Source: an optimization exercise on an open RTL-to-GDS flow (aim: small area, a short achievable clock period and few clock cycles per item). Production flows keep margins and buffers that such runs may drop. No functional check of the RTL was part of this run. No activity file was given, so power comes from the tool's default toggle rates.

===== config.mk =====
export PLATFORM = sky130hd
export DESIGN_NAME = row_mean_std_dev
export DESIGN_NICKNAME = row_mean_std_dev
export VERILOG_FILES = /design/flow/design.v
export SDC_FILE = /design/flow/constraint.sdc
export NUM_CORES = 4
export LEC_CHECK = 0
export CAP_MARGIN = 20
export CORE_MARGIN = 2
export CORE_UTILIZATION = 40
export PLACE_DENSITY = 0.6
export SLEW_MARGIN = 20

===== constraint.sdc =====
create_clock -name core_clock -period 11.0 [get_ports {clk}]
set_input_delay 2.2000 -clock core_clock [delete_from_list [all_inputs] [get_ports {clk}]]
set_output_delay 2.2000 -clock core_clock [all_outputs]
set_load 0.01 [all_outputs]

===== design.v =====
`default_nettype none
module rmsd_sq16 (
  input  wire logic [15:0] x,
  output logic [30:0] s,
  output logic [30:0] c
);
  logic hs1, hc2, hs3, hc4, fs5, fc6, hs7, hc8, fs9, fc10, hs11, hc12;
  logic fs13, fc14, fs15, fc16, hs17, hc18, fs19, fc20, fs21, fc22, fs23, fc24;
  logic fs25, fc26, fs27, fc28, fs29, fc30, hs31, hc32, hs33, hc34, fs35, fc36;
  logic hs37, hc38, fs39, fc40, hs41, hc42, fs43, fc44, fs45, fc46, fs47, fc48;
  logic fs49, fc50, fs51, fc52, fs53, fc54, fs55, fc56, fs57, fc58, fs59, fc60;
  logic fs61, fc62, fs63, fc64, fs65, fc66, fs67, fc68, fs69, fc70, fs71, fc72;
  logic fs73, fc74, fs75, fc76, fs77, fc78, fs79, fc80, fs81, fc82, fs83, fc84;
  logic fs85, fc86, fs87, fc88, fs89, fc90, hs91, hc92, hs93, hc94, fs95, fc96;
  logic fs97, fc98, fs99, fc100, fs101, fc102, fs103, fc104, fs105, fc106, fs107, fc108;
  logic fs109, fc110, fs111, fc112, fs113, fc114, fs115, fc116, fs117, fc118, fs119, fc120;
  logic fs121, fc122, fs123, fc124, fs125, fc126, fs127, fc128, fs129, fc130, fs131, fc132;
  logic hs133, hc134, hs135, hc136, fs137, fc138, fs139, fc140, fs141, fc142, fs143, fc144;
  logic fs145, fc146, fs147, fc148, fs149, fc150, fs151, fc152, fs153, fc154, fs155, fc156;
  logic fs157, fc158, fs159, fc160, fs161, fc162, fs163, fc164, fs165, fc166, fs167, fc168;
  logic fs169, fc170, fs171, fc172, fs173, fc174, fs175, fc176, fs177, fc178, fs179, fc180;
  logic fs181, fc182;
  assign hs1 = (x[0] & x[11]) ^ (x[1] & x[10]);
  assign hc2 = (x[0] & x[11]) & (x[1] & x[10]);
  assign hs3 = (x[0] & x[12]) ^ (x[1] & x[11]);
  assign hc4 = (x[0] & x[12]) & (x[1] & x[11]);
  assign fs5 = (x[0] & x[13]) ^ (x[1] & x[12]) ^ (x[2] & x[11]);
  assign fc6 = ((x[0] & x[13]) & (x[1] & x[12])) | ((x[0] & x[13]) & (x[2] & x[11])) | ((x[1] & x[12]) & (x[2] & x[11]));
  assign hs7 = (x[3] & x[10]) ^ (x[4] & x[9]);
  assign hc8 = (x[3] & x[10]) & (x[4] & x[9]);
  assign fs9 = (x[0] & x[14]) ^ (x[1] & x[13]) ^ (x[2] & x[12]);
  assign fc10 = ((x[0] & x[14]) & (x[1] & x[13])) | ((x[0] & x[14]) & (x[2] & x[12])) | ((x[1] & x[13]) & (x[2] & x[12]));
  assign hs11 = (x[3] & x[11]) ^ (x[4] & x[10]);
  assign hc12 = (x[3] & x[11]) & (x[4] & x[10]);
  assign fs13 = (x[0] & x[15]) ^ (x[1] & x[14]) ^ (x[2] & x[13]);
  assign fc14 = ((x[0] & x[15]) & (x[1] & x[14])) | ((x[0] & x[15]) & (x[2] & x[13])) | ((x[1] & x[14]) & (x[2] & x[13]));
  assign fs15 = (x[3] & x[12]) ^ (x[4] & x[11]) ^ (x[5] & x[10]);
  assign fc16 = ((x[3] & x[12]) & (x[4] & x[11])) | ((x[3] & x[12]) & (x[5] & x[10])) | ((x[4] & x[11]) & (x[5] & x[10]));
  assign hs17 = (x[6] & x[9]) ^ (x[7] & x[8]);
  assign hc18 = (x[6] & x[9]) & (x[7] & x[8]);
  assign fs19 = (x[1] & x[15]) ^ (x[2] & x[14]) ^ (x[3] & x[13]);
  assign fc20 = ((x[1] & x[15]) & (x[2] & x[14])) | ((x[1] & x[15]) & (x[3] & x[13])) | ((x[2] & x[14]) & (x[3] & x[13]));
  assign fs21 = (x[4] & x[12]) ^ (x[5] & x[11]) ^ (x[6] & x[10]);
  assign fc22 = ((x[4] & x[12]) & (x[5] & x[11])) | ((x[4] & x[12]) & (x[6] & x[10])) | ((x[5] & x[11]) & (x[6] & x[10]));
  assign fs23 = (x[2] & x[15]) ^ (x[3] & x[14]) ^ (x[4] & x[13]);
  assign fc24 = ((x[2] & x[15]) & (x[3] & x[14])) | ((x[2] & x[15]) & (x[4] & x[13])) | ((x[3] & x[14]) & (x[4] & x[13]));
  assign fs25 = (x[5] & x[12]) ^ (x[6] & x[11]) ^ (x[7] & x[10]);
  assign fc26 = ((x[5] & x[12]) & (x[6] & x[11])) | ((x[5] & x[12]) & (x[7] & x[10])) | ((x[6] & x[11]) & (x[7] & x[10]));
  assign fs27 = (x[3] & x[15]) ^ (x[4] & x[14]) ^ (x[5] & x[13]);
  assign fc28 = ((x[3] & x[15]) & (x[4] & x[14])) | ((x[3] & x[15]) & (x[5] & x[13])) | ((x[4] & x[14]) & (x[5] & x[13]));
  assign fs29 = (x[4] & x[15]) ^ (x[5] & x[14]) ^ (x[6] & x[13]);
  assign fc30 = ((x[4] & x[15]) & (x[5] & x[14])) | ((x[4] & x[15]) & (x[6] & x[13])) | ((x[5] & x[14]) & (x[6] & x[13]));
  assign hs31 = (x[0] & x[7]) ^ (x[1] & x[6]);
  assign hc32 = (x[0] & x[7]) & (x[1] & x[6]);
  assign hs33 = (x[0] & x[8]) ^ (x[1] & x[7]);
  assign hc34 = (x[0] & x[8]) & (x[1] & x[7]);
  assign fs35 = (x[0] & x[9]) ^ (x[1] & x[8]) ^ (x[2] & x[7]);
  assign fc36 = ((x[0] & x[9]) & (x[1] & x[8])) | ((x[0] & x[9]) & (x[2] & x[7])) | ((x[1] & x[8]) & (x[2] & x[7]));
  assign hs37 = (x[3] & x[6]) ^ (x[4] & x[5]);
  assign hc38 = (x[3] & x[6]) & (x[4] & x[5]);
  assign fs39 = (x[0] & x[10]) ^ (x[1] & x[9]) ^ (x[2] & x[8]);
  assign fc40 = ((x[0] & x[10]) & (x[1] & x[9])) | ((x[0] & x[10]) & (x[2] & x[8])) | ((x[1] & x[9]) & (x[2] & x[8]));
  assign hs41 = (x[3] & x[7]) ^ (x[4] & x[6]);
  assign hc42 = (x[3] & x[7]) & (x[4] & x[6]);
  assign fs43 = hs1 ^ (x[2] & x[9]) ^ (x[3] & x[8]);
  assign fc44 = (hs1 & (x[2] & x[9])) | (hs1 & (x[3] & x[8])) | ((x[2] & x[9]) & (x[3] & x[8]));
  assign fs45 = (x[4] & x[7]) ^ (x[5] & x[6]) ^ x[6];
  assign fc46 = ((x[4] & x[7]) & (x[5] & x[6])) | ((x[4] & x[7]) & x[6]) | ((x[5] & x[6]) & x[6]);
  assign fs47 = hc2 ^ hs3 ^ (x[2] & x[10]);
  assign fc48 = (hc2 & hs3) | (hc2 & (x[2] & x[10])) | (hs3 & (x[2] & x[10]));
  assign fs49 = (x[3] & x[9]) ^ (x[4] & x[8]) ^ (x[5] & x[7]);
  assign fc50 = ((x[3] & x[9]) & (x[4] & x[8])) | ((x[3] & x[9]) & (x[5] & x[7])) | ((x[4] & x[8]) & (x[5] & x[7]));
  assign fs51 = hc4 ^ fs5 ^ hs7;
  assign fc52 = (hc4 & fs5) | (hc4 & hs7) | (fs5 & hs7);
  assign fs53 = (x[5] & x[8]) ^ (x[6] & x[7]) ^ x[7];
  assign fc54 = ((x[5] & x[8]) & (x[6] & x[7])) | ((x[5] & x[8]) & x[7]) | ((x[6] & x[7]) & x[7]);
  assign fs55 = fc6 ^ hc8 ^ fs9;
  assign fc56 = (fc6 & hc8) | (fc6 & fs9) | (hc8 & fs9);
  assign fs57 = hs11 ^ (x[5] & x[9]) ^ (x[6] & x[8]);
  assign fc58 = (hs11 & (x[5] & x[9])) | (hs11 & (x[6] & x[8])) | ((x[5] & x[9]) & (x[6] & x[8]));
  assign fs59 = fc10 ^ hc12 ^ fs13;
  assign fc60 = (fc10 & hc12) | (fc10 & fs13) | (hc12 & fs13);
  assign fs61 = fs15 ^ hs17 ^ x[8];
  assign fc62 = (fs15 & hs17) | (fs15 & x[8]) | (hs17 & x[8]);
  assign fs63 = fc14 ^ fc16 ^ hc18;
  assign fc64 = (fc14 & fc16) | (fc14 & hc18) | (fc16 & hc18);
  assign fs65 = fs19 ^ fs21 ^ (x[7] & x[9]);
  assign fc66 = (fs19 & fs21) | (fs19 & (x[7] & x[9])) | (fs21 & (x[7] & x[9]));
  assign fs67 = fc20 ^ fc22 ^ fs23;
  assign fc68 = (fc20 & fc22) | (fc20 & fs23) | (fc22 & fs23);
  assign fs69 = fs25 ^ (x[8] & x[9]) ^ x[9];
  assign fc70 = (fs25 & (x[8] & x[9])) | (fs25 & x[9]) | ((x[8] & x[9]) & x[9]);
  assign fs71 = fc24 ^ fc26 ^ fs27;
  assign fc72 = (fc24 & fc26) | (fc24 & fs27) | (fc26 & fs27);
  assign fs73 = (x[6] & x[12]) ^ (x[7] & x[11]) ^ (x[8] & x[10]);
  assign fc74 = ((x[6] & x[12]) & (x[7] & x[11])) | ((x[6] & x[12]) & (x[8] & x[10])) | ((x[7] & x[11]) & (x[8] & x[10]));
  assign fs75 = fc28 ^ fs29 ^ (x[7] & x[12]);
  assign fc76 = (fc28 & fs29) | (fc28 & (x[7] & x[12])) | (fs29 & (x[7] & x[12]));
  assign fs77 = (x[8] & x[11]) ^ (x[9] & x[10]) ^ x[10];
  assign fc78 = ((x[8] & x[11]) & (x[9] & x[10])) | ((x[8] & x[11]) & x[10]) | ((x[9] & x[10]) & x[10]);
  assign fs79 = fc30 ^ (x[5] & x[15]) ^ (x[6] & x[14]);
  assign fc80 = (fc30 & (x[5] & x[15])) | (fc30 & (x[6] & x[14])) | ((x[5] & x[15]) & (x[6] & x[14]));
  assign fs81 = (x[7] & x[13]) ^ (x[8] & x[12]) ^ (x[9] & x[11]);
  assign fc82 = ((x[7] & x[13]) & (x[8] & x[12])) | ((x[7] & x[13]) & (x[9] & x[11])) | ((x[8] & x[12]) & (x[9] & x[11]));
  assign fs83 = (x[6] & x[15]) ^ (x[7] & x[14]) ^ (x[8] & x[13]);
  assign fc84 = ((x[6] & x[15]) & (x[7] & x[14])) | ((x[6] & x[15]) & (x[8] & x[13])) | ((x[7] & x[14]) & (x[8] & x[13]));
  assign fs85 = (x[9] & x[12]) ^ (x[10] & x[11]) ^ x[11];
  assign fc86 = ((x[9] & x[12]) & (x[10] & x[11])) | ((x[9] & x[12]) & x[11]) | ((x[10] & x[11]) & x[11]);
  assign fs87 = (x[7] & x[15]) ^ (x[8] & x[14]) ^ (x[9] & x[13]);
  assign fc88 = ((x[7] & x[15]) & (x[8] & x[14])) | ((x[7] & x[15]) & (x[9] & x[13])) | ((x[8] & x[14]) & (x[9] & x[13]));
  assign fs89 = (x[8] & x[15]) ^ (x[9] & x[14]) ^ (x[10] & x[13]);
  assign fc90 = ((x[8] & x[15]) & (x[9] & x[14])) | ((x[8] & x[15]) & (x[10] & x[13])) | ((x[9] & x[14]) & (x[10] & x[13]));
  assign hs91 = (x[0] & x[5]) ^ (x[1] & x[4]);
  assign hc92 = (x[0] & x[5]) & (x[1] & x[4]);
  assign hs93 = (x[0] & x[6]) ^ (x[1] & x[5]);
  assign hc94 = (x[0] & x[6]) & (x[1] & x[5]);
  assign fs95 = hs31 ^ (x[2] & x[5]) ^ (x[3] & x[4]);
  assign fc96 = (hs31 & (x[2] & x[5])) | (hs31 & (x[3] & x[4])) | ((x[2] & x[5]) & (x[3] & x[4]));
  assign fs97 = hc32 ^ hs33 ^ (x[2] & x[6]);
  assign fc98 = (hc32 & hs33) | (hc32 & (x[2] & x[6])) | (hs33 & (x[2] & x[6]));
  assign fs99 = hc34 ^ fs35 ^ hs37;
  assign fc100 = (hc34 & fs35) | (hc34 & hs37) | (fs35 & hs37);
  assign fs101 = fc36 ^ hc38 ^ fs39;
  assign fc102 = (fc36 & hc38) | (fc36 & fs39) | (hc38 & fs39);
  assign fs103 = fc40 ^ hc42 ^ fs43;
  assign fc104 = (fc40 & hc42) | (fc40 & fs43) | (hc42 & fs43);
  assign fs105 = fc44 ^ fc46 ^ fs47;
  assign fc106 = (fc44 & fc46) | (fc44 & fs47) | (fc46 & fs47);
  assign fs107 = fc48 ^ fc50 ^ fs51;
  assign fc108 = (fc48 & fc50) | (fc48 & fs51) | (fc50 & fs51);
  assign fs109 = fc52 ^ fc54 ^ fs55;
  assign fc110 = (fc52 & fc54) | (fc52 & fs55) | (fc54 & fs55);
  assign fs111 = fc56 ^ fc58 ^ fs59;
  assign fc112 = (fc56 & fc58) | (fc56 & fs59) | (fc58 & fs59);
  assign fs113 = fc60 ^ fc62 ^ fs63;
  assign fc114 = (fc60 & fc62) | (fc60 & fs63) | (fc62 & fs63);
  assign fs115 = fc64 ^ fc66 ^ fs67;
  assign fc116 = (fc64 & fc66) | (fc64 & fs67) | (fc66 & fs67);
  assign fs117 = fc68 ^ fc70 ^ fs71;
  assign fc118 = (fc68 & fc70) | (fc68 & fs71) | (fc70 & fs71);
  assign fs119 = fc72 ^ fc74 ^ fs75;
  assign fc120 = (fc72 & fc74) | (fc72 & fs75) | (fc74 & fs75);
  assign fs121 = fc76 ^ fc78 ^ fs79;
  assign fc122 = (fc76 & fc78) | (fc76 & fs79) | (fc78 & fs79);
  assign fs123 = fc80 ^ fc82 ^ fs83;
  assign fc124 = (fc80 & fc82) | (fc80 & fs83) | (fc82 & fs83);
  assign fs125 = fc84 ^ fc86 ^ fs87;
  assign fc126 = (fc84 & fc86) | (fc84 & fs87) | (fc86 & fs87);
  assign fs127 = fc88 ^ fs89 ^ (x[11] & x[12]);
  assign fc128 = (fc88 & fs89) | (fc88 & (x[11] & x[12])) | (fs89 & (x[11] & x[12]));
  assign fs129 = fc90 ^ (x[9] & x[15]) ^ (x[10] & x[14]);
  assign fc130 = (fc90 & (x[9] & x[15])) | (fc90 & (x[10] & x[14])) | ((x[9] & x[15]) & (x[10] & x[14]));
  assign fs131 = (x[10] & x[15]) ^ (x[11] & x[14]) ^ (x[12] & x[13]);
  assign fc132 = ((x[10] & x[15]) & (x[11] & x[14])) | ((x[10] & x[15]) & (x[12] & x[13])) | ((x[11] & x[14]) & (x[12] & x[13]));
  assign hs133 = (x[0] & x[3]) ^ (x[1] & x[2]);
  assign hc134 = (x[0] & x[3]) & (x[1] & x[2]);
  assign hs135 = (x[0] & x[4]) ^ (x[1] & x[3]);
  assign hc136 = (x[0] & x[4]) & (x[1] & x[3]);
  assign fs137 = hs91 ^ (x[2] & x[3]) ^ x[3];
  assign fc138 = (hs91 & (x[2] & x[3])) | (hs91 & x[3]) | ((x[2] & x[3]) & x[3]);
  assign fs139 = hc92 ^ hs93 ^ (x[2] & x[4]);
  assign fc140 = (hc92 & hs93) | (hc92 & (x[2] & x[4])) | (hs93 & (x[2] & x[4]));
  assign fs141 = hc94 ^ fs95 ^ x[4];
  assign fc142 = (hc94 & fs95) | (hc94 & x[4]) | (fs95 & x[4]);
  assign fs143 = fc96 ^ fs97 ^ (x[3] & x[5]);
  assign fc144 = (fc96 & fs97) | (fc96 & (x[3] & x[5])) | (fs97 & (x[3] & x[5]));
  assign fs145 = fc98 ^ fs99 ^ x[5];
  assign fc146 = (fc98 & fs99) | (fc98 & x[5]) | (fs99 & x[5]);
  assign fs147 = fc100 ^ fs101 ^ hs41;
  assign fc148 = (fc100 & fs101) | (fc100 & hs41) | (fs101 & hs41);
  assign fs149 = fc102 ^ fs103 ^ fs45;
  assign fc150 = (fc102 & fs103) | (fc102 & fs45) | (fs103 & fs45);
  assign fs151 = fc104 ^ fs105 ^ fs49;
  assign fc152 = (fc104 & fs105) | (fc104 & fs49) | (fs105 & fs49);
  assign fs153 = fc106 ^ fs107 ^ fs53;
  assign fc154 = (fc106 & fs107) | (fc106 & fs53) | (fs107 & fs53);
  assign fs155 = fc108 ^ fs109 ^ fs57;
  assign fc156 = (fc108 & fs109) | (fc108 & fs57) | (fs109 & fs57);
  assign fs157 = fc110 ^ fs111 ^ fs61;
  assign fc158 = (fc110 & fs111) | (fc110 & fs61) | (fs111 & fs61);
  assign fs159 = fc112 ^ fs113 ^ fs65;
  assign fc160 = (fc112 & fs113) | (fc112 & fs65) | (fs113 & fs65);
  assign fs161 = fc114 ^ fs115 ^ fs69;
  assign fc162 = (fc114 & fs115) | (fc114 & fs69) | (fs115 & fs69);
  assign fs163 = fc116 ^ fs117 ^ fs73;
  assign fc164 = (fc116 & fs117) | (fc116 & fs73) | (fs117 & fs73);
  assign fs165 = fc118 ^ fs119 ^ fs77;
  assign fc166 = (fc118 & fs119) | (fc118 & fs77) | (fs119 & fs77);
  assign fs167 = fc120 ^ fs121 ^ fs81;
  assign fc168 = (fc120 & fs121) | (fc120 & fs81) | (fs121 & fs81);
  assign fs169 = fc122 ^ fs123 ^ fs85;
  assign fc170 = (fc122 & fs123) | (fc122 & fs85) | (fs123 & fs85);
  assign fs171 = fc124 ^ fs125 ^ (x[10] & x[12]);
  assign fc172 = (fc124 & fs125) | (fc124 & (x[10] & x[12])) | (fs125 & (x[10] & x[12]));
  assign fs173 = fc126 ^ fs127 ^ x[12];
  assign fc174 = (fc126 & fs127) | (fc126 & x[12]) | (fs127 & x[12]);
  assign fs175 = fc128 ^ fs129 ^ (x[11] & x[13]);
  assign fc176 = (fc128 & fs129) | (fc128 & (x[11] & x[13])) | (fs129 & (x[11] & x[13]));
  assign fs177 = fc130 ^ fs131 ^ x[13];
  assign fc178 = (fc130 & fs131) | (fc130 & x[13]) | (fs131 & x[13]);
  assign fs179 = fc132 ^ (x[11] & x[15]) ^ (x[12] & x[14]);
  assign fc180 = (fc132 & (x[11] & x[15])) | (fc132 & (x[12] & x[14])) | ((x[11] & x[15]) & (x[12] & x[14]));
  assign fs181 = (x[12] & x[15]) ^ (x[13] & x[14]) ^ x[14];
  assign fc182 = ((x[12] & x[15]) & (x[13] & x[14])) | ((x[12] & x[15]) & x[14]) | ((x[13] & x[14]) & x[14]);
  assign s = {(x[14] & x[15]), fc182, fc180, fc178, fc176, fc174, fc172, fc170, fc168, fc166, fc164, fc162, fc160, fc158, fc156, fc154, fc152, fc150, fc148, fc146, fc144, fc142, fc140, fc138, hc136, hc134, hs133, (x[0] & x[2]), (x[0] & x[1]), 1'b0, x[0]};
  assign c = {x[15], (x[13] & x[15]), fs181, fs179, fs177, fs175, fs173, fs171, fs169, fs167, fs165, fs163, fs161, fs159, fs157, fs155, fs153, fs151, fs149, fs147, fs145, fs143, fs141, fs139, fs137, hs135, x[2], 1'b0, x[1], 1'b0, 1'b0};
endmodule
`default_nettype wire
`default_nettype none
module row_mean_std_dev (
  input  wire logic        clk,
  input  wire logic        rst_n,
  input  wire logic        cfg_valid,
  output logic             cfg_ready,
  input  wire logic [12:0] cfg_row_length,
  input  wire logic        in_valid,
  output logic             in_stall,
  input  wire logic [15:0] in_sample,
  output logic             out_valid,
  input  wire logic        out_stall,
  output logic [31:0]      out_row_mean,
  output logic [30:0]      out_row_std_dev
);
  localparam logic [1:0] A_IDLE = 2'd0, A_WAIT = 2'd1, A_RUN = 2'd2, A_DONE = 2'd3;
  localparam logic [1:0] B_IDLE = 2'd0, B_RUN = 2'd1, B_OUT = 2'd2;
  logic rst;
  assign rst = !rst_n;
  assign cfg_ready = 1'b1;
  logic [12:0] len_r, len_nxt;    
  logic [12:0] np_r, np_nxt;      
  logic        ends_r, ends_nxt;  
  logic        stall_r, stall_nxt;
  logic [1:0]  a_st_r, a_st_nxt;
  logic [1:0]  b_st_r, b_st_nxt;
  logic [4:0]  a_k_r;
  logic [5:0]  b_k_r;
  logic        accept;
  logic        row_end;
  logic        b_take;
  logic        cs_r;              
  logic        cq_r;              
  logic        e1_r;              
  assign in_stall = stall_r;
  assign accept   = in_valid && !stall_r && rst_n;
  assign row_end  = accept && ends_r;
  assign b_take   = (a_st_r == A_DONE) && (b_st_r == B_IDLE);
  always_comb begin
    len_nxt = cfg_valid ? cfg_row_length : len_r;
    np_nxt  = accept ? (ends_r ? 13'd1 : np_r + 13'd1) : np_r;
    if (rst) begin
      len_nxt = 13'd1024;
      np_nxt  = 13'd1;
    end
    ends_nxt = (np_nxt >= len_nxt) || (len_nxt[12] && np_nxt[12]);
    a_st_nxt = a_st_r;
    case (a_st_r)
      A_IDLE: if (row_end) a_st_nxt = A_WAIT;
      A_WAIT: if (cs_r) a_st_nxt = A_RUN;
      A_RUN:  if (a_k_r == 5'd27) a_st_nxt = A_DONE;
      default: if (b_take) a_st_nxt = row_end ? A_WAIT : A_IDLE;
    endcase
    b_st_nxt = b_st_r;
    case (b_st_r)
      B_IDLE: if (b_take) b_st_nxt = B_RUN;
      B_RUN:  if (b_k_r == 6'd43) b_st_nxt = B_OUT;
      B_OUT:  if (!out_stall) b_st_nxt = B_IDLE;
      default: b_st_nxt = B_IDLE;
    endcase
    if (rst) begin
      a_st_nxt = A_IDLE;
      b_st_nxt = B_IDLE;
    end
    stall_nxt = ends_nxt && !((a_st_nxt == A_IDLE) ||
                              (a_st_nxt == A_DONE && b_st_nxt == B_IDLE));
  end
  always_ff @(posedge clk) begin
    len_r   <= len_nxt;
    np_r    <= np_nxt;
    ends_r  <= ends_nxt;
    stall_r <= stall_nxt;
    a_st_r  <= a_st_nxt;
    b_st_r  <= b_st_nxt;
  end
  logic [15:0] x_r;       
  logic [30:0] sq_s, sq_c;
  logic [30:0] sq_s_r;    
  logic [30:0] sq_c_r;
  logic [27:0] s_acc_r;
  logic [43:0] q_acc_r;
  logic [43:0] q_base;
  logic [43:0] q_cs_s;    
  logic [43:0] q_cs_c;
  rmsd_sq16 u_sq (.x(x_r), .s(sq_s), .c(sq_c));
  assign q_base = cq_r ? 44'd0 : q_acc_r;
  assign q_cs_s = q_base ^ {13'd0, sq_s_r} ^ {13'd0, sq_c_r};
  assign q_cs_c = (q_base & {13'd0, sq_s_r}) | (q_base & {13'd0, sq_c_r}) |
                  ({13'd0, sq_s_r} & {13'd0, sq_c_r});
  always_ff @(posedge clk) begin
    x_r     <= accept ? in_sample : 16'd0;
    sq_s_r  <= sq_s;
    sq_c_r  <= sq_c;
    s_acc_r <= (cs_r ? 28'd0 : s_acc_r) + {12'd0, x_r};
    q_acc_r <= q_cs_s + {q_cs_c[42:0], 1'b0};
    e1_r    <= row_end;
    cs_r    <= rst || e1_r;
    cq_r    <= cs_r;
  end
  logic [12:0] a_n_r;
  logic [27:0] a_s_r;
  logic [43:0] a_q_r;
  logic [53:0] a_acc_r;
  logic        a_bs_r;    
  logic        a_bn_r;    
  logic [53:0] a_sum;
  logic [53:0] a_x, a_y, a_z;
  logic [53:0] a_cs_s, a_cs_c;
  assign a_x    = {a_acc_r[52:0], 1'b0};
  assign a_y    = a_bn_r ? {10'd0, a_q_r} : 54'd0;
  assign a_z    = a_bs_r ? ~{26'd0, a_s_r} : 54'd0;
  assign a_cs_s = a_x ^ a_y ^ a_z;
  assign a_cs_c = (a_x & a_y) | (a_x & a_z) | (a_y & a_z);
  assign a_sum  = a_cs_s + {a_cs_c[52:0], a_bs_r};
  always_ff @(posedge clk) begin
    if (row_end) a_n_r <= np_r;
    if (cq_r) a_q_r <= q_acc_r;
    if (a_st_r == A_WAIT) begin
      a_s_r   <= s_acc_r;
      a_acc_r <= 54'd0;
      a_k_r   <= 5'd0;
      a_bs_r  <= s_acc_r[27];
      a_bn_r  <= 1'b0;
    end else if (a_st_r == A_RUN) begin
      a_acc_r <= a_sum;
      a_k_r   <= a_k_r + 5'd1;
      a_bs_r  <= a_s_r[5'd26 - a_k_r];
      a_bn_r  <= (a_k_r >= 5'd14) && a_n_r[4'(5'd26 - a_k_r)];
    end
  end
  logic [12:0] b_n_r;
  logic [11:0] b_rm_r;    
  logic [31:0] b_mq_r;    
  logic [53:0] b_rad_r;   
  logic [43:0] b_rem_r;   
  logic [42:0] b_root_r;
  logic [11:0] b_rs_r;    
  logic [30:0] b_sq_r;    
  logic [45:0] r_sh;
  logic [45:0] r_diff;
  logic        r_ge;
  logic [12:0] m_sh;
  logic [13:0] m_diff;
  logic        m_ge;
  logic [12:0] d_sh;
  logic [13:0] d_diff;
  logic        d_ge;
  assign r_sh    = {b_rem_r, b_rad_r[53:52]};
  assign r_diff  = r_sh - {1'b0, b_root_r, 2'b01};
  assign r_ge    = !r_diff[45];
  assign m_sh    = {b_rm_r, b_mq_r[31]};
  assign m_diff  = {1'b0, m_sh} - {1'b0, b_n_r};
  assign m_ge    = !m_diff[13];
  assign d_sh    = {b_rs_r, b_root_r[0]};
  assign d_diff  = {1'b0, d_sh} - {1'b0, b_n_r};
  assign d_ge    = !d_diff[13];
  always_ff @(posedge clk) begin
    if (b_take) begin
      b_k_r    <= 6'd0;
      b_n_r    <= a_n_r;
      b_rm_r   <= a_s_r[27:16];
      b_mq_r   <= {a_s_r[15:0], 16'd0};
      b_rad_r  <= a_acc_r;
      b_rem_r  <= 44'd0;
      b_root_r <= 43'd0;
      b_rs_r   <= 12'd0;
    end else begin
      b_k_r    <= b_k_r + 6'd1;
      b_rad_r  <= {b_rad_r[51:0], 2'b00};
      b_rem_r  <= r_ge ? r_diff[43:0] : r_sh[43:0];
      b_root_r <= {b_root_r[41:0], r_ge};
      b_rs_r   <= d_ge ? d_diff[11:0] : d_sh[11:0];
      if (b_st_r == B_RUN) begin
        b_sq_r <= {b_sq_r[29:0], d_ge};
        if (b_k_r < 6'd32) begin
          b_rm_r <= m_ge ? m_diff[11:0] : m_sh[11:0];
          b_mq_r <= {b_mq_r[30:0], m_ge};
        end
      end
    end
  end
  assign out_valid       = b_st_r[1];
  assign out_row_mean    = b_mq_r;
  assign out_row_std_dev = b_sq_r;
endmodule
`default_nettype wire

===== run.sh =====
#!/bin/bash
# synth_recipe.tcl (not shown) runs the flow's synth.tcl, then flattens the netlist and writes it again
# the make line also repeats each setting of config.mk as NAME=value (left out here)
make -C /OpenROAD-flow-scripts/flow DESIGN_CONFIG=/design/flow/config.mk WORK_HOME=/design/flow/orfs CLKGATE_MAP_FILE= SYNTH_SCRIPT=/design/flow/synth_recipe.tcl finish

==> results.yml <==
synth:
  synth_nets: 3866
  synth.distinct_cells: 97
  synth_compound_area_share_pct: 13.7
  synth_xor_area_share_pct: 4.54
  syn_inst: 3462
  ys_ff_latch: 574
  ys_warn_count: 1
  syn_avg_cell_area_sq_um: 9.58
  synth-edff-count: 158
  synth.mux.area_fraction_pct: 3.76
  ys.flop_type: "dfxtp_1"
  synth-simple-area-share_pct: 14.5
  synth_fa_ha_area_share_pct: 17.3
  synth_top_family_by_area: "adder cells"
  netlist_area_sq_um: 33200
  ys_top_cells_by_area: "dfxtp_1 (25%), edfxtp_1 (14%), fa_1 (8.8%)"
  synth.top_cell.area_share_pct: 25.1
  synthArstFlopShare_pct: 0
  synth_area_leader_cell: "dfxtp_1"
  synth-seq-area-share_pct: 39.4
floorplanning:
  num_rows: 105
  boundaryPins: 100
  fp.dieArea_sq_um: 85300
  die_w_microns: 292
  core_area_sq_um: 82100
  initial_core_util_pct: 40.4
  die_h_microns: 292
timing:
  worstMarginPinSlew_ps: 949
  hold_viol_final: 0
  grt_setup_unrepaired: "no"
  whs_ps: 402
  max_freq_mhz: 164
  fin_tns_setup_ps: 0
  final.min_clock_period_ps: 6090
  period_share_pct: 55.4
  finalSetupViolations: 0
  slew_headroom_pct: 36.7
  skew_ps: 40.6
  drv_slew: 0
drt:
  wl_mm: 73.0
  wl_per_cell_microns: 15.7
  drtPass1Iterations: 5
  via_count: 23400
  first_iter_violations: 1374
  viasPerCell: 5.05
  antenna_left: 0
  drcViolationCount: 0
clock_tree:
  cts_buffers: 59
  ctsResizeCount: 0
  clock_sink_count: 574
  h-tree-depth: 2
  cts_tree: "built"
  clk_pin_slew_ps: 70
  cts_hold_buf: 0
  clockBufferDepth: 3
  post-cts-setup-buffers: 0
  root_buffer: "clkbuf_16"
  clkLatencyLatePin_ps: 640
run:
  maxCapViolations: 0
global_routing:
  grt_max_degree: 90
  grt_pass1_wl_mm: 120
  grt_overflow: 0
  grt_pass1_vias: 22900
  track_usage_pct: 17.1
  antenna_found_initial: 2
placement:
  numPortBuffers: 98
  routabilityCongestion: 0.851
  place_inst: 4522
  dpl_cell_area_sq_um: 35100
  hpwl_mm: 54.0
critical_path:
  crit_fanout: 22
  r2r_slack_ps: 6150
  cp-end-kind: "register"
  arrival_ps: 6620
  required_ps: 11530
  path_class: "input pin to register"
  cp-start-kind: "input pin"
layout:
  final_area_sq_um: 37100
  final_nets: 3917
  drive_gt1_share_pct: 5.78
  final_common_cell: "inv_1"
  layout_common_cells: "inv_1 (438), dfxtp_1 (415), nand2_1 (301), nor2_1 (248), ha_1 (222)"
  syn2layout_area_growth_pct: 12.0
  final_cells: 4635
power_and_ir_drop:
  ir_drop_mv: 0.236
  power_density_nw_per_um2: 256
  leakage_nw: 16.6
worst_hold_path:
  hp-class: "register to register"
status:
  outcome: "no timing/DRC/antenna violations"
## kinds of logic after synthesis
| logic type | count (synthesis) |
|---|---|
| AND/OR/NAND/NOR | 996 |
| AO/OA/AOI/OAI | 673 |
| flip-flops | 574 |
| buffers and inverters | 570 |
| adder cells (fa/ha/maj) | 370 |
| XOR/XNOR | 170 |
| multiplexers | 108 |
| other | 1 |
## final cells by class
class | count | area (sq um)
Multi-Input combinational cell | 2318 | 17900
Clock buffer | 74 | 1610
Fill cell | 7831 | 45000
Sequential cell | 574 | 13100
Inverter | 439 | 1650
Timing Repair Buffer | 121 | 1150
Tap cell | 1070 | 1340
Antenna cell | 1 | 2.50
Clock inverter | 38 | 439
## state kept, by name, indices dropped and copies added, names as in the netlist, 13 cells and up
register  count
a_acc_r      54
a_n_r        13
a_q_r        44
a_s_r        28
b_mq_r       32
b_n_r        13
b_rad_r      54
b_rem_r      44
b_root_r     43
b_sq_r       31
len_r        13
np_r         13
q_acc_r      44
s_acc_r      28
sq_c_r       28
sq_s_r       30
x_r          16
## routing by layer
layer | global-route usage, % | up-vias | routed length, microns
met3 | 2.37 | 89 | 3130
met1 | 24.0 | 11200 | 35600
met4 | 4.12 | 2 | 1360
met2 | 27.7 | 374 | 32800
li1 | - | 11800 | -
met5 | 0 | - | 11
## worst paths after layout
check | from | end | cells past startpoint
max reg2reg | a_bs_r$_DFFE_PP_ | a_acc_r[45]$_SDFFE_PP0N_ | 16
min reg2reg | b_rad_r[38]$_DFF_P_ | b_rad_r[40]$_DFF_P_ | 2
min | b_rad_r[38]$_DFF_P_ | b_rad_r[40]$_DFF_P_ | 2
max | rst_n | stall_r$_DFF_P_ | 15
## power breakdown
part           total [W]  internal (W)  switching, W
combinational    0.00458       0.00194       0.00264
sequential       0.00282       0.00260      0.000222
clock            0.00210       0.00123      0.000868
## synth_stat cells, types with 18 or more instances
cell / count
a211oi_1: 18
a21o_1: 88
a21oi_1: 187
a22o_1: 36
a31oi_1: 20
and2_1: 124
and3_1: 26
clkbuf_1: 97
dfxtp_1: 416
edfxtp_1: 158
fa_1: 146
ha_1: 224
inv_1: 439
mux2i_1: 82
nand2_1: 302
nand2b_1: 71
nand3_1: 50
nand4_1: 31
nor2_1: 250
nor2b_1: 47
nor3_1: 30
o21a_1: 23
o21ai_0: 132
o21bai_1: 26
or3_1: 26
xnor2_1: 100
xor2_1: 69
## critical path, stage by stage
cell and delay [ps]:
clkdlybuf4s50_1 940, and3b_1 820, nand2_1 310, nand2_1 420, nor2_1 120, ha_1 290, a21o_1 150, a21o_1 170
a21o_1 170, a21o_1 160, a21o_1 170, a21o_1 190, a211oi_1 240, nor3_1 100, and3_1 170
## stage by stage
stage	total power (W)	setup slack (ps)	util [%]
6_report	0.00950	4910	45.2
5_1_grt	0.0103	4610	45.2
4_1_cts	0.00958	4940	45.2
3_5_place_dp	0.00743	4240	42.7
3_3_place_gp	0.00738	4340	42.7
2_1_floorplan	0.00661	6160	-

afterwards: timing with drivers on the ports:
How much do the figures lean on ideal ports? The routed layout below was timed once more, with nothing changed but the port constraints.
Step 1 (the two cells are an assumption about what drives the block):
set clk [get_ports {clk}]
set_driving_cell -lib_cell sky130_fd_sc_hd__clkbuf_16 $clk
set_driving_cell -lib_cell sky130_fd_sc_hd__buf_2 [delete_from_list [all_inputs] $clk]
Step 2 moves the port delays by t, midway between the first and last clock arrival at a register: inputs arrive t later, outputs are due t later. That takes back most of the time a late clock gives input paths.
a / b / c = ideal ports / drivers / drivers and shift; a / b = the first two.
shift t [ns]: 0.673
setup slack, ns: 4.905 / 4.934 / 4.261
slew at the worst register clock pin (ns): 0.07 / 0.07
worst data-port slew with drivers (ns): 0.04
After both steps this run still meets setup and hold. The setup slack of this run moves by +0.029 ns with the drivers and by -0.644 ns with both steps.
